What follows belongs to an exercise in optimizing a design on an open flow for small area, a short achievable clock period and few clock cycles per item; a production flow would make more cautious choices. Function was checked by simulation only, so behaviour that the tests miss may differ from the original. Power figures rest on the tool's default switching activity, not on a simulated workload.

==> sierra: inputs <==
## tone_prescaler_period_search_unit
module tone_prescaler_period_search_unit (
  input  logic                           clk,
  input  logic                           rst,
  input  logic                           wr_en,
  input  logic [tps_pkg::CFG_IDX_W-1:0]  wr_index,
  input  logic [tps_pkg::CFG_DATA_W-1:0] wr_data,
  input  logic                           req_valid,
  output logic                           req_ready,
  input  logic [tps_pkg::FREQ_W-1:0]     req_frequency,
  output logic                           rsp_valid,
  input  logic                           rsp_ready,
  output logic [tps_pkg::PRESC_W-1:0]    rsp_prescaler,
  output logic [tps_pkg::PERIOD_W-1:0]   rsp_period,
  output logic [tps_pkg::MATCH_W-1:0]    rsp_match,
  output logic [tps_pkg::HZ_W-1:0]       rsp_achieved_hz,
  output logic                           rsp_clamped,
  output logic                           rsp_silent
);
Settings: LEC_CHECK=0, ABC_CLOCK_PERIOD_IN_PS=4000, CAP_MARGIN=20, CORE_MARGIN=2, CORE_UTILIZATION=40, SETUP_SLACK_MARGIN=2.5, SLEW_MARGIN=20; clock period 7.0 ns.
run.sh (not shown) runs the stock make flow with config.mk's settings and CLKGATE_MAP_FILE= SYNTH_SCRIPT=/design/flow/synth_recipe.tcl, a recipe that flattens the netlist after the stock synthesis.
==> nickel (differences from sierra) <==
--- a/flow/design.v
+++ b/flow/design.v
@@ -39,23 +39,20 @@
   output logic        h16,
   output logic        gt
 );
   logic [4:0] cnt;       
   logic       p1;
   logic [4:0] sh;
   logic       none;
   logic       lt;
-  logic       first;     
   logic [3:0]  sh2;
   logic [55:0] aligned;
   logic [5:0]  steps;
-  logic        none_ld;
-  assign sh2     = sh_wr ? sh_in[4:1] : sh[4:1];
-  assign none_ld = sh_wr ? none_in : none;
+  assign sh2     = sh[4:1];
   assign aligned = {24'd0, ld_x} << {sh2, 1'b0};
   assign steps   = 6'd32 - {1'b0, sh2, 1'b0};
   logic [24:0] rs1, rsa, rsb;
   logic [26:0] d1w, daw, dbw;
   logic        qa, qb, qba, qbb;
   logic [23:0] r2;
   assign rs1 = {rem, quo[31]};
   assign d1w = {1'b0, rs1, !p1} - {2'b0, dvs, 1'b1};
@@ -82,44 +79,42 @@
   assign hbb    = hi_ext[0];
   logic [5:0] blq;
   logic [5:0] nsh;
   assign blq = {cnt, 1'b0} - {5'd0, !qa};
   assign nsh = 6'd31 - {1'b0, bl_f} + {cnt, 1'b0} - {5'd0, !qa};
   logic gt1, lt1;
   always_comb begin
     gt1 = gt;
-    lt1 = lt || (first && ({1'b0, bl_hi} > {cnt, 1'b0}));
+    lt1 = lt;
     if (!gt1 && !lt1) begin
       if (qa && !hba) gt1 = 1'b1;
       if (!qa && hba) lt1 = 1'b1;
     end
   end
   always_ff @(posedge clk) begin
     if (rst) begin
       cnt <= '0;
     end else if (ld) begin
       dvs <= ld_d;
       p1  <= ld_p1;
       nz  <= 1'b0;
       h16 <= 1'b0;
       gt  <= 1'b0;
-      lt  <= 1'b0;
-      first <= 1'b1;
-      if (none_ld) begin
+      lt  <= ({1'b0, bl_hi} > steps);
+      if (none) begin
         quo <= '0;
         cnt <= '0;
       end else begin
         rem <= aligned[55:32];
         quo <= aligned[31:0];
         cnt <= steps[5:1];
       end
     end else if (cnt != 0) begin
       cnt <= cnt - 5'd1;
-      first <= 1'b0;
       rem <= r2;
       quo <= quo_next;
       nz  <= nz | qa | qb;
       if ((qa || qb) && cnt > 5'd8) h16 <= 1'b1;
       gt <= gt1;
       lt <= lt1;
       if (!gt1 && !lt1) begin
         if (qb && !hbb) gt <= 1'b1;
@@ -171,16 +166,18 @@
   } job_t;
   state_t state;
   job_t   job;
   logic [31:0] clock_hz;
   logic [15:0] period_lo;
   logic [15:0] period_hi;
   logic [23:0] freq;
   logic [4:0]  bl_f;
+  logic [5:0]  bl_c;     
+  logic [4:0]  bl_hi;
   logic [7:0]  p_cnt;
   logic        nofit;    
   logic        clamp;    
   logic        sil;      
   logic [23:0] f_q;
   logic [23:0] err_q;
   function automatic logic [5:0] msb32(input logic [31:0] v);
     logic [15:0] n1; logic        p1 [16];
@@ -205,21 +202,16 @@
     end
     msb32 = {n4[1] | n4[0], n4[1] ? {1'b1, p4[1]} : {1'b0, p4[0]}};
   endfunction
   function automatic logic [5:0] bitlen32(input logic [31:0] v);
     logic [5:0] m;
     m = msb32(v);
     bitlen32 = m[5] ? {1'b0, m[4:0]} + 6'd1 : 6'd0;
   endfunction
-  logic [5:0] m_c;        
-  logic [4:0] bl_hi;
-  logic [5:0] bl_c;
-  logic       cfg_wr;     
-  assign bl_c = m_c[5] ? {1'b0, m_c[4:0]} + 6'd1 : 6'd0;
   logic        div_ld;
   logic [31:0] div_x;
   logic [23:0] div_d;
   logic        div_p1;
   logic        sh_wr;
   logic [4:0]  sh_in;
   logic        none_in;
   logic        div_busy;
@@ -257,47 +249,47 @@
   logic out_free;
   logic accept;
   logic fin_go;      
   logic q0_main;     
   logic per_lo;      
   logic per_ge_f;    
   assign out_free = !rsp_valid || rsp_ready;
   assign fin_go   = (state == S_FIN) && (sil || clamp || !div_busy || div_last);
-  assign req_ready = !cfg_wr && ((state == S_IDLE) || (fin_go && !rsp_valid));
+  assign req_ready = (state == S_IDLE) || (fin_go && !rsp_valid);
   assign accept   = req_valid && req_ready;
   assign q0_main  = !q_gt || nofit;
   assign per_lo   = !q_nz || (quo[15:0] < period_lo);
   assign per_ge_f = (freq[23:16] == '0) && (quo[15:0] >= freq[15:0]);
   assign rsp_match = rsp_period[15:1];
   assign rsp_achieved_hz = {7'd0, {1'b0, f_q} + {1'b0, err_q}};
   always_comb begin
     div_x  = clock_hz;
     div_d  = freq;
     div_p1 = 1'b0;
-    if (req_ready) begin
-      div_d = req_frequency;
-    end else if (state == S_WAIT && job == J_C) begin
+    if (state == S_WAIT && job == J_C) begin
       div_x = {8'd0, rem};
       div_d = quo[23:0];
     end else if (state == S_PREP || state == S_LOAD) begin
       unique case (job)
         J_K:    begin div_x = quo; div_d = {8'd0, period_hi}; div_p1 = 1'b1; end
         J_PK:   begin div_x = {8'd0, err_q}; div_d = {16'd0, p_cnt}; div_p1 = 1'b1; end
         J_PCLK: begin div_d = {16'd0, p_cnt}; div_p1 = 1'b1; end
         J_PER:  begin div_x = quo; end
         J_ERR:  begin div_x = {8'd0, rem}; div_d = {8'd0, quo[15:0]}; end
         default: ;
       endcase
     end
   end
   logic [5:0] m_rq;
+  logic [5:0] m_c;
   logic [4:0] sh_acc;
   logic       none_acc;
   assign m_rq     = msb32({8'd0, req_frequency});
+  assign m_c      = msb32(clock_hz);
   assign sh_acc   = ~m_c[4:0] + m_rq[4:0];
   assign none_acc = !m_c[5] || (m_rq[4:0] > m_c[4:0]);
   logic [6:0] s_prep;
   always_comb begin
     unique case (job)
       J_K:     s_prep = {1'b0, bl_c} - {2'b0, bl_f} - {2'b0, bl_hi} + 7'd2;
       J_PK,
       J_PER:   s_prep = {2'b0, bl_hi};
@@ -312,22 +304,19 @@
     if (state == S_PREP) begin
       sh_wr   = (job != J_ERR);
       sh_in   = s_prep[5] ? 5'd0 : 5'(7'd32 - s_prep);
       none_in = s_prep[6] || (s_prep == 7'd0);
     end else if (req_ready) begin
       sh_wr = 1'b1;
     end
   end
-  assign div_ld = req_ready || (state == S_LOAD) ||
+  assign div_ld = (state == S_LOAD) ||
                   (state == S_WAIT && job == J_C && !div_busy && q_nz && q0_main && !q_h16);
   always_ff @(posedge clk) begin
-    m_c    <= msb32(clock_hz);
-    bl_hi  <= 5'(bitlen32({16'd0, period_hi}));
-    cfg_wr <= wr_en && !rst;
     if (rst) begin
       clock_hz  <= tps_pkg::CLOCK_HZ_RST;
       period_lo <= tps_pkg::PERIOD_LO_RST;
       period_hi <= tps_pkg::PERIOD_HI_RST;
     end else if (wr_en) begin
       case (wr_index)
         tps_pkg::REG_CLOCK_HZ:  clock_hz  <= wr_data;
         tps_pkg::REG_PERIOD_LO: period_lo <= wr_data[15:0];
@@ -337,38 +326,40 @@
     end
   end
   always_ff @(posedge clk) begin
     if (rst) begin
       state     <= S_IDLE;
       rsp_valid <= 1'b0;
     end else begin
       if (rsp_valid && rsp_ready) rsp_valid <= 1'b0;
+      bl_c  <= bitlen32(clock_hz);
+      bl_hi <= 5'(bitlen32({16'd0, period_hi}));
       if (req_ready) begin
         freq  <= req_frequency;
         bl_f  <= m_rq[4:0] + 5'd1;
         nofit <= 1'b0;
         job   <= J_C;
         sil   <= (req_frequency == '0);
       end
       unique case (state)
-        S_IDLE: if (accept) state <= (req_frequency == '0) ? S_FIN : S_WAIT;
+        S_IDLE: if (accept) state <= (req_frequency == '0) ? S_FIN : S_LOAD;
         S_LOAD: state <= S_WAIT;
         S_PREP: state <= S_LOAD;
         S_FIN: begin
           if (fin_go && out_free) begin
             rsp_valid     <= 1'b1;
             rsp_prescaler <= '0;
             rsp_period    <= sil ? 16'd0 : (clamp ? 16'hFFFF : dvs[15:0]);
             rsp_clamped   <= !sil && clamp;
             rsp_silent    <= sil;
             f_q           <= sil ? '0 : freq;
             err_q         <= (sil || clamp) ? '0 : (div_busy ? quo_next[23:0] : quo[23:0]);
             state         <= !accept ? S_IDLE :
-                             (req_frequency == '0) ? S_FIN : S_WAIT;
+                             (req_frequency == '0) ? S_FIN : S_LOAD;
           end
         end
         S_END: begin
           if (err_q == '1) begin
             nofit <= 1'b1;
             job   <= J_C;
             state <= S_PREP;
           end else begin
Settings changed: CORE_UTILIZATION 40 to 30.
==> summary of the runs <==
- Non-clock buffer count: sierra is higher than nickel (131).
- Against sierra, the first-iteration DRC count of nickel is lower by 16%.
- Against nickel, the routed wire length of sierra is higher by about 18%.
- Clock power: nickel is smaller than sierra (about 4%).
- In sierra the final cell count is lower than in nickel, by about 1.3%.
- Critical path depth: sierra is higher than nickel (3).
- Between nickel and sierra, the lower register-to-register slack is in sierra (gap 0.43 ns).
- In nickel the flip-flop and latch count is lower than in sierra, by 2.
- Of sierra and nickel, nickel has the higher fmax (gap about 8%, measured against nickel).
- Synthesized cell count: sierra is larger than nickel (3.4%).
- Between sierra and nickel, the lower sequential power is in nickel (gap about 1%, measured against nickel).
Testbench counts of sierra, summed over its fixed seeds: cycles 6,685, items 576.
Testbench counts of nickel, summed over its fixed seeds: cycles 7,212, items 576.

[what the ideal ports hide]
The results above use ideal ports. As a check the final layouts listed here were re-extracted and re-timed, cells and wires unchanged. Step 1 assumes that a clkbuf_16 drives the clock port and a buf_2 every other input. Step 2, shift: input delay + t, output delay - t, t = (earliest + latest rising clock arrival at the registers) / 2. This alone moves slack from input paths to output paths. Slacks: ideal / step 1 / step 2; pairs: ideal / step 1.
run | t (ns) | setup slack, ns | clock arrival spread, ns
sierra | 0.627 | 1.712 / 1.712 / 1.235 | 0.037 / 0.037
nickel | 0.625 | 2.140 / 2.140 / 2.115 | 0.039 / 0.039
After both steps setup and hold are still met in every run listed. The setup slack of sierra, which loses most, moves by 0.000 ns with the drivers and by -0.477 ns with both steps.
